What follows belongs to an exercise in optimizing a design on an open flow for small area, a short achievable clock period and few clock cycles per item; a production flow would make more cautious choices. Where RTL was checked, it was by simulation tests only, not by an equivalence proof against the original. Power and IR drop assume default switching activity.

yarrow:
==> flow/design.v <==
package lrl_pkg;
  localparam int KEY_W = 32;
  localparam int OP_W  = 2;
  localparam int OCC_W = 5;
  localparam int CAP_W = 5;
  localparam logic [CAP_W-1:0] CAP_RESET = 5'd16;
  localparam logic [OP_W-1:0] OP_INSERT = 2'd0;
  localparam logic [OP_W-1:0] OP_REMOVE = 2'd1;
  localparam logic [OP_W-1:0] OP_USE    = 2'd2;
  localparam logic [OP_W-1:0] OP_FIND   = 2'd3;
endpackage
module lrl_cell
(
  input  logic                      clk,
  input  logic                      shift,
  input  logic [lrl_pkg::KEY_W-1:0] left_i,
  input  logic [lrl_pkg::KEY_W-1:0] cmp_key,
  output logic                      match_o,
  output logic [lrl_pkg::KEY_W-1:0] entry_o
);
  logic [lrl_pkg::KEY_W-1:0] entry_r;
  always_ff @(posedge clk) begin
    if (shift) begin
      entry_r <= left_i;
    end
  end
  assign match_o = (entry_r == cmp_key);
  assign entry_o = entry_r;
endmodule
module lru_recency_list
#(
  parameter int DEPTH = 16
) (
  input  logic             clk,
  input  logic             rst_n,
  input  logic             cfg_wr_en,
  input  logic [lrl_pkg::CAP_W-1:0] cfg_wr_data,
  input  logic             in_tvalid,
  output logic             in_tready,
  input  logic [39:0]      in_tdata,
  output logic             out_tvalid,
  input  logic             out_tready,
  output logic [7:0]       out_tdata
);
  localparam int KW = lrl_pkg::KEY_W;
  localparam int CW = $clog2(DEPTH + 1);
  logic [lrl_pkg::CAP_W-1:0] cap_r;
  logic                      v1;
  logic [lrl_pkg::OP_W-1:0]  op1;
  logic [KW-1:0]             key1;
  logic [CW-1:0]             c1;
  logic                      v2;
  logic [lrl_pkg::OP_W-1:0]  op2;
  logic [KW-1:0]             key2;
  logic [CW-1:0]             c2;
  logic [DEPTH-1:0]          m2;
  logic                      evict;
  logic [DEPTH-1:0]          vld;
  logic [CW-1:0]             cnt;
  logic                      pend;
  logic [DEPTH-1:0]          dups;
  logic                      dupflag;
  logic                      blk2;
  logic                      ready_r;
  logic                      fv0, fv1;
  logic [5:0]                fd0, fd1;
  logic [KW-1:0]    entries [DEPTH];
  logic [DEPTH-1:0] cmp;
  logic [DEPTH-1:0] sel;
  logic             eq12;
  generate
    for (genvar i = 0; i < DEPTH; i++) begin : g_cell
      lrl_cell u_cell (
        .clk     (clk),
        .shift   (sel[i]),
        .left_i  ((i == 0) ? key2 : entries[(i == 0) ? 0 : i - 1]),
        .cmp_key (key1),
        .match_o (cmp[i]),
        .entry_o (entries[i])
      );
    end
  endgenerate
  assign eq12 = (key1 == key2);
  logic [DEPTH-1:0] mv, pre, first, extra, pfx_v, sfx_v, pre_d, first_d, drop;
  logic             any, two, dnz, fire, adv2;
  logic             is_ins, is_rem, is_use;
  assign mv = m2 & vld;
  always_comb begin
    pre[0]   = 1'b0;
    pre_d[0] = 1'b0;
    pfx_v[0] = 1'b1;
    for (int i = 1; i < DEPTH; i++) begin
      pre[i]   = pre[i-1] | mv[i-1];
      pre_d[i] = pre_d[i-1] | dups[i-1];
      pfx_v[i] = pfx_v[i-1] & vld[i-1];
    end
    sfx_v[DEPTH-1] = vld[DEPTH-1];
    for (int i = DEPTH - 2; i >= 0; i--) begin
      sfx_v[i] = sfx_v[i+1] | vld[i];
    end
  end
  assign any     = |mv;
  assign first   = mv & ~pre;
  assign extra   = mv & pre;
  assign two     = |extra;
  assign first_d = dups & ~pre_d;
  assign dnz     = |dups;
  assign is_ins = (op2 == lrl_pkg::OP_INSERT);
  assign is_rem = (op2 == lrl_pkg::OP_REMOVE);
  assign is_use = (op2 == lrl_pkg::OP_USE);
  assign fire = v2 && !blk2;
  assign adv2 = !v2 || !blk2;
  always_comb begin
    for (int i = 0; i < DEPTH; i++) begin
      sel[i]  = fire && ((is_ins && (evict ? sfx_v[i] : pfx_v[i])) ||
                         (is_use && any && !pre[i]));
      drop[i] = (fire && is_rem && first[i]) || (pend && first_d[i]);
    end
  end
  logic          inc, dec;
  logic [CW-1:0] cnt_nxt;
  logic [CW-1:0] c_nxt;
  logic          evict_nxt;
  logic          flag;
  logic          push;
  logic [5:0]    push_d;
  assign inc = fire && is_ins && !evict;
  assign dec = (fire && is_rem && any) || (pend && dnz);
  always_comb begin
    if (inc) begin
      cnt_nxt = cnt + CW'(1);
    end else if (dec) begin
      cnt_nxt = cnt - CW'(1);
    end else begin
      cnt_nxt = cnt;
    end
  end
  assign c_nxt = adv2 ? c1 : c2;
  always_comb begin
    if (inc) begin
      evict_nxt = ({1'b0, cnt} + (CW+1)'(1)) >= {1'b0, c_nxt};
    end else if (dec) begin
      evict_nxt = {1'b0, cnt} >= ({1'b0, c_nxt} + (CW+1)'(1));
    end else begin
      evict_nxt = cnt >= c_nxt;
    end
  end
  assign flag = is_ins ? evict : any;
  assign push   = (fire && !(is_use && two)) || (pend && !dnz);
  assign push_d = {lrl_pkg::OCC_W'(cnt_nxt), pend ? 1'b1 : flag};
  logic pop;
  logic fv0_n, fv1_n, full_n;
  logic v1_n, v2_n, pend_n, dupflag_n;
  assign pop = fv0 && out_tready;
  always_comb begin
    fv0_n = fv0;
    fv1_n = fv1;
    if (fv0 && !pop) begin
      if (!fv1 && push) fv1_n = 1'b1;
    end else if (fv1) begin
      fv0_n = 1'b1;
      fv1_n = push;
    end else begin
      fv0_n = push;
      fv1_n = 1'b0;
    end
  end
  assign full_n = (fv0 && !pop) || fv1;
  always_ff @(posedge clk) begin
    if (fv0 && !pop) begin
      if (!fv1) fd1 <= push_d;
    end else if (fv1) begin
      fd0 <= fd1;
      fd1 <= push_d;
    end else begin
      fd0 <= push_d;
    end
  end
  logic [CW-1:0] cap_eff;
  always_comb begin
    if (cap_r == '0) begin
      cap_eff = CW'(1);
    end else if (CW'(cap_r) > CW'(DEPTH)) begin
      cap_eff = CW'(DEPTH);
    end else begin
      cap_eff = CW'(cap_r);
    end
  end
  assign v1_n      = ready_r ? in_tvalid : (v1 && !adv2);
  assign v2_n      = adv2 ? v1 : v2;
  assign pend_n    = (fire && is_use && two) || (pend && dnz);
  assign dupflag_n = dupflag || (fire && is_ins && any);
  always_ff @(posedge clk) begin
    if (!rst_n) begin
      cap_r   <= lrl_pkg::CAP_RESET;
      v1      <= 1'b0;
      v2      <= 1'b0;
      vld     <= '0;
      cnt     <= '0;
      evict   <= 1'b0;
      pend    <= 1'b0;
      dupflag <= 1'b0;
      blk2    <= 1'b0;
      ready_r <= 1'b1;
      fv0     <= 1'b0;
      fv1     <= 1'b0;
    end else begin
      if (cfg_wr_en) begin
        cap_r <= cfg_wr_data;
      end
      v1      <= v1_n;
      v2      <= v2_n;
      for (int i = 0; i < DEPTH; i++) begin
        if (sel[i]) begin
          vld[i] <= (i == 0) ? 1'b1 : vld[(i == 0) ? 0 : i - 1];
        end else if (drop[i]) begin
          vld[i] <= 1'b0;
        end
      end
      cnt     <= cnt_nxt;
      evict   <= evict_nxt;
      pend    <= pend_n;
      dupflag <= dupflag_n;
      blk2    <= pend_n || full_n;
      ready_r <= dupflag_n ? !v1_n : (!v1_n || !v2_n || !full_n);
      fv0     <= fv0_n;
      fv1     <= fv1_n;
    end
  end
  always_ff @(posedge clk) begin
    if (fire && is_use) begin
      dups <= extra;
    end else begin
      dups <= dups & ~first_d;
    end
  end
  always_ff @(posedge clk) begin
    if (ready_r) begin
      op1  <= in_tdata[1:0];
      key1 <= in_tdata[33:2];
      c1   <= cap_eff;
    end
    if (adv2) begin
      op2  <= op1;
      key2 <= key1;
      c2   <= c1;
      for (int i = 0; i < DEPTH; i++) begin
        m2[i] <= sel[i] ? ((i == 0) ? eq12 : cmp[(i == 0) ? 0 : i - 1]) : cmp[i];
      end
    end
  end
  assign in_tready  = ready_r;
  assign out_tvalid = fv0;
  assign out_tdata  = {2'b00, fd0};
endmodule
clock: 6.0 ns
lec_check: 0
abc_clock_period_in_ps: 2000
cap_margin: 20
core_margin: 2
core_utilization: 55
cts_buf_list: sky130_fd_sc_hd__clkbuf_4 sky130_fd_sc_hd__clkbuf_8
setup_slack_margin: 4.0
slew_margin: 20
run.sh (not shown) runs the stock make flow with config.mk's settings and CLKGATE_MAP_FILE= SYNTH_SCRIPT=/design/flow/synth_recipe.tcl, a recipe that flattens the netlist after the stock synthesis.
Testbench counts of yarrow, summed over its fixed seeds: cycles 24,024, items 24,000.
diff inputs: yarrow => harbor
Settings: clearing CTS_BUF_LIST, which used to be sky130_fd_sc_hd__clkbuf_4 sky130_fd_sc_hd__clkbuf_8; swapping 4.0 for 3.5 in SETUP_SLACK_MARGIN; swapping 55 for 40 in CORE_UTILIZATION; swapping 2000 for 2500 in ABC_CLOCK_PERIOD_IN_PS.
### Flow results
Area growth from synthesis to layout delta for harbor relative to yarrow: 6.5 points lower. Going from yarrow to harbor, total met2 wirelength after detailed routing shrinks by 14%. Per the comparison of harbor with yarrow, number of ordinary and repair buffers in the finished layout lower; worst setup slack higher; area share of buffers outside the clock network lower; final worst hold slack roughly the same. Wire: harbor routes less than yarrow. Compared to yarrow, harbor was floorplanned on a bigger die. Going from yarrow to harbor, met3 capacity usage during global routing decreased 2.4 points; design area moved down. On met1 layer wirelength in the final routing: between yarrow and harbor, it ends up higher for yarrow.
Modified inputs, tundra compared to harbor
Settings: SETUP_SLACK_MARGIN: 3.5 -> unset; ABC_CLOCK_PERIOD_IN_PS: 2500 -> unset.
Notes after the runs:
Lower overall routing resource usage goes to tundra over harbor. tundra vs harbor: share of the clock period used by the worst path up in tundra. Setup slack in tundra is smaller than in harbor. tundra: full flow OK, the timing, design-rule and antenna checks passed. Taking harbor as 1.0, tundra lands at 0.936 on wire length per cell after detailed routing. Compared with harbor, tundra supports a lower clock frequency.
Inputs modified between tundra and raven:
Settings: SETUP_SLACK_MARGIN newly set to 3.5; CTS_CLUSTER_SIZE newly set to 30; CTS_CLUSTER_DIAMETER newly set to 100; ABC_CLOCK_PERIOD_IN_PS newly set to 2500.
==> comparison <==
raven has completed all stages; timing, DRC and antenna checks passed. tundra went all the way through synthesis, placement and routing and the layout is clean on timing, DRC and antenna. Changes observed in raven relative to tundra: first-pass GRT wire length went up about 3.5%, worst setup slack went up 1.46 ns, largest fanout on the critical path went down 26, data required time at the worst endpoint went up 0.32 ns. Looking only at layout overhead on the synthesized area, and setting everything else aside, the higher value of raven and tundra goes to raven.

Setup of JK:
Starts from the design.v that is shown in full above.
make LEC_CHECK=0 ABC_AREA=1 CAP_MARGIN=20 CORE_MARGIN=2 CORE_UTILIZATION=60 CTS_CLUSTER_DIAMETER=100 CTS_CLUSTER_SIZE=24 PLACE_DENSITY=0.75 SETUP_SLACK_MARGIN=3.5 SLEW_MARGIN=20 finish   # period 6.0 ns
Testbench counts of JK, summed over its fixed seeds: cycles 24,024, items 24,000.
## Diff of input files: MS against JK
Settings: swapping 60 for 40 in CORE_UTILIZATION; clearing PLACE_DENSITY, which used to be 0.75.
Run comparison: MS end of the critical path g_cell[0].u_cell.entry_r[30]; JK end of the critical path m2[0]
On setup slack, JK beats MS.
MS gives less via count of the routed design than JK did.
Compared with JK, MS shows full die area higher by about 50%.
--- input diff MS..AL ---
Settings: CORE_UTILIZATION: 40 -> 70; PLACE_DENSITY: unset -> 0.85.
Results
MS has completed all stages; timing, DRC and antenna checks passed.
AL finished every stage and its layout cleared the timing, design-rule and antenna checks.
| total stage count of the critical path | lower: AL |
AL reports its origin of the worst setup path as key1[8] while MS reports vld[15].
AL against MS: maximum net fanout on the critical path increased 6; switching power share of the total essentially unchanged.

== build 29 ==
lru_recency_list, a different RTL version from the one above (not shown whole).
Size in the first run: about 630 flip-flops, ~60 I/O pins, ~28000 sq um of cells after synthesis.
make LEC_CHECK=0 ABC_AREA=1 CAP_MARGIN=20 CORE_MARGIN=2 CORE_UTILIZATION=50 CTS_CLUSTER_DIAMETER=80 CTS_CLUSTER_SIZE=20 PLACE_DENSITY=0.65 SETUP_SLACK_MARGIN=3.6 SLEW_MARGIN=20 TNS_END_PERCENT=5 finish   # period 6.0 ns
Testbench counts of build 29, summed over its fixed seeds: cycles 24,016, items 24,000.
Inputs modified between build 29 and build 50:
==> flow/config.mk <==
export PLATFORM = sky130hd
export DESIGN_NAME = lru_recency_list
export DESIGN_NICKNAME = lru_recency_list
export VERILOG_FILES = /design/flow/design.v
export SDC_FILE = /design/flow/constraint.sdc
export NUM_CORES = 4
export LEC_CHECK = 0
export ABC_CLOCK_PERIOD_IN_PS = 2400
export CAP_MARGIN = 20
export CORE_MARGIN = 2
export CORE_UTILIZATION = 60
export CTS_CLUSTER_DIAMETER = 100
export CTS_CLUSTER_SIZE = 24
export PLACE_DENSITY = 0.75
export SETUP_SLACK_MARGIN = 3.55
export SLEW_MARGIN = 20
Notes after the runs:
Taking build 50 as 1.0, build 29 lands at 1.14 on synthesized cell count.
Relative to build 29, number of filler cells placed in the layout has decreased by 1708 in build 50.
Build 50: shortest period the worst path allows 0.11 ns above build 29
Layout buffering overhead excluding clock cells for build 50 is higher than for build 29.
Build 50: met2 track demand over resource higher than build 29
Input-level comparison between build 12 and build 50:
diff --git a/flow/config.mk b/flow/config.mk
--- a/flow/config.mk
+++ b/flow/config.mk
@@ -7,3 +7,3 @@
 export LEC_CHECK = 0
-export ABC_CLOCK_PERIOD_IN_PS = 2400
+export ABC_AREA = 1
 export CAP_MARGIN = 20
@@ -16 +16,2 @@
 export SLEW_MARGIN = 20
+export TNS_END_PERCENT = 5
For build 12 and build 50, there was not a single run that failed to finish clean. [diff] shortest clock period the worst path allows after layout, build 12 relative to build 50: improvement. In build 12, the detail-routed via count per cell came out about 8% below the value in build 50. Placeable core region, build 12 and build 50: larger value in build 12. Post-synthesis simple-gate area fraction ended up 3.6 points higher on build 12 than on build 50. The final reports for build 12 and build 50 show final wirelength lower in the former. Build 12 drops fewer vias than build 50. Against build 50 as the reference, build 12 delivers a higher cell count. Timing startpoint of the critical path = in_tdata[14]: build 12; timing startpoint of the critical path = m2[1]$_DFFE_PP_: build 50. Going from build 50 to build 12, number of buffers and inverters on the critical path held; number of library cell types mapped by synthesis went down 14%.
Modified inputs, build 69 compared to build 12
diff --git a/flow/config.mk b/flow/config.mk
--- a/flow/config.mk
+++ b/flow/config.mk
@@ -10,7 +10,7 @@
 export CORE_MARGIN = 2
-export CORE_UTILIZATION = 60
-export CTS_CLUSTER_DIAMETER = 100
-export CTS_CLUSTER_SIZE = 24
-export PLACE_DENSITY = 0.75
-export SETUP_SLACK_MARGIN = 3.55
+export CORE_UTILIZATION = 50
+export CTS_CLUSTER_DIAMETER = 80
+export CTS_CLUSTER_SIZE = 20
+export PLACE_DENSITY = 0.65
+export SETUP_SLACK_MARGIN = 3.5
 export SLEW_MARGIN = 20
[summary]
Going from build 12 to build 69, global routing usage on met2 lost 8.4 points; switching share of power roughly the same; count of non-CTS inverters in the layout now sits lower; total wirelength of the detailed-routed design rose about 1.5%. On setup slack of the critical path after layout, build 12 beats build 69. Between build 12 and build 69, the number of clock-tree buffers in the layout is higher for build 69. Build 69 vs. build 12: cell area after layout grew by 1.8%, time the final worst path needs with I/O delays and setup grew by 0.13 ns, cell count grew by 154.

## oak
lru_recency_list, a different RTL version from the one above (not shown whole).
Size: about 60 I/O pins, ~31,000 um^2 of cells after synthesis.
// lru_recency_list
module lru_recency_list
#(
  parameter int DEPTH = 16
) (
  input  logic             clk,
  input  logic             rst_n,
  input  logic             cfg_wr_en,
  input  logic [lrl_pkg::CAP_W-1:0] cfg_wr_data,
  input  logic             in_tvalid,
  output logic             in_tready,
  input  logic [39:0]      in_tdata,
  output logic             out_tvalid,
  input  logic             out_tready,
  output logic [7:0]       out_tdata
);
==> flow/config.mk <==
export PLATFORM = sky130hd
export DESIGN_NAME = lru_recency_list
export DESIGN_NICKNAME = lru_recency_list
export VERILOG_FILES = /design/flow/design.v
export SDC_FILE = /design/flow/constraint.sdc
export NUM_CORES = 4
export LEC_CHECK = 0
export ABC_AREA = 1
export CAP_MARGIN = 20
export CORE_MARGIN = 2
export CORE_UTILIZATION = 60
export CTS_CLUSTER_DIAMETER = 100
export CTS_CLUSTER_SIZE = 24
export PLACE_DENSITY = 0.75
export SETUP_SLACK_MARGIN = 3.5
export SLEW_MARGIN = 20
==> flow/constraint.sdc <==
create_clock -name core_clock -period 6.0 [get_ports {clk}]
set_input_delay 1.2000 -clock core_clock [delete_from_list [all_inputs] [get_ports {clk}]]
set_output_delay 1.2000 -clock core_clock [all_outputs]
set_load 0.01 [all_outputs]
Edits applied to the flow inputs when going from oak to pine:
- swapping 3.5 for 3.65 in SETUP_SLACK_MARGIN
- As far as worst setup slack for register-to-register paths is concerned, pine and oak perform about the same.
- pine reports a higher area growth from synthesis to layout than oak does.
- pine against oak; via count is up by a few percent.
- Diff pine..oak | length in cells of the worst reg-to-reg path | unchanged
- Compared pine vs oak, and final setup skew is down in pine.
- | post-layout instance count excluding filler cells | pine vs oak | 142 higher |
No functional check of the RTL was part of any run of this note.

-- separate check: timing with driven ports --
The results above use ideal ports. As a check the final layouts listed here were re-extracted and re-timed, cells and wires unchanged.
Step 1, drivers: a clkbuf_16 drives clk and a buf_2 each remaining input, both assumed.
Step 2 times the ports against the registers' clock, not the clock port: input delays grow and output delays shrink by t, the midpoint of the rising clock arrivals with the driver on.
Slacks: ideal / step 1 / step 2; pairs: ideal / step 1.
| run | shift t [ns] | setup slack, ns | latest minus earliest clock arrival (ns) |
|---|---|---|---|
| yarrow | 0.762 | 3.388 / 3.388 / 3.227 | 0.030 / 0.030 |
| harbor | 0.673 | 3.436 / 3.436 / 3.036 | 0.024 / 0.025 |
| tundra | 0.671 | 1.928 / 1.928 / 1.928 | 0.027 / 0.027 |
| raven | 0.668 | 3.383 / 3.383 / 2.837 | 0.059 / 0.058 |
| JK | 0.671 | 3.520 / 3.485 / 3.022 | 0.022 / 0.022 |
| MS | 0.690 | 3.494 / 3.494 / 3.014 | 0.016 / 0.016 |
| AL | 0.669 | 3.372 / 3.372 / 2.959 | 0.026 / 0.025 |
| build 29 | 0.635 | 3.429 / 3.459 / 2.825 | 0.044 / 0.045 |
| build 50 | 0.672 | 3.322 / 3.322 / 2.800 | 0.027 / 0.026 |
| build 12 | 0.684 | 3.473 / 3.460 / 2.813 | 0.044 / 0.045 |
| build 69 | 0.641 | 3.348 / 3.282 / 2.824 | 0.035 / 0.035 |
| oak | 0.700 | 3.463 / 3.460 / 2.817 | 0.038 / 0.038 |
| pine | 0.722 | 3.470 / 3.454 / 2.820 | 0.020 / 0.019 |
After both steps setup and hold are still met in every run listed. For build 12, which loses most, drivers alone change the setup slack by -0.013 ns; drivers and shift together by -0.660 ns.
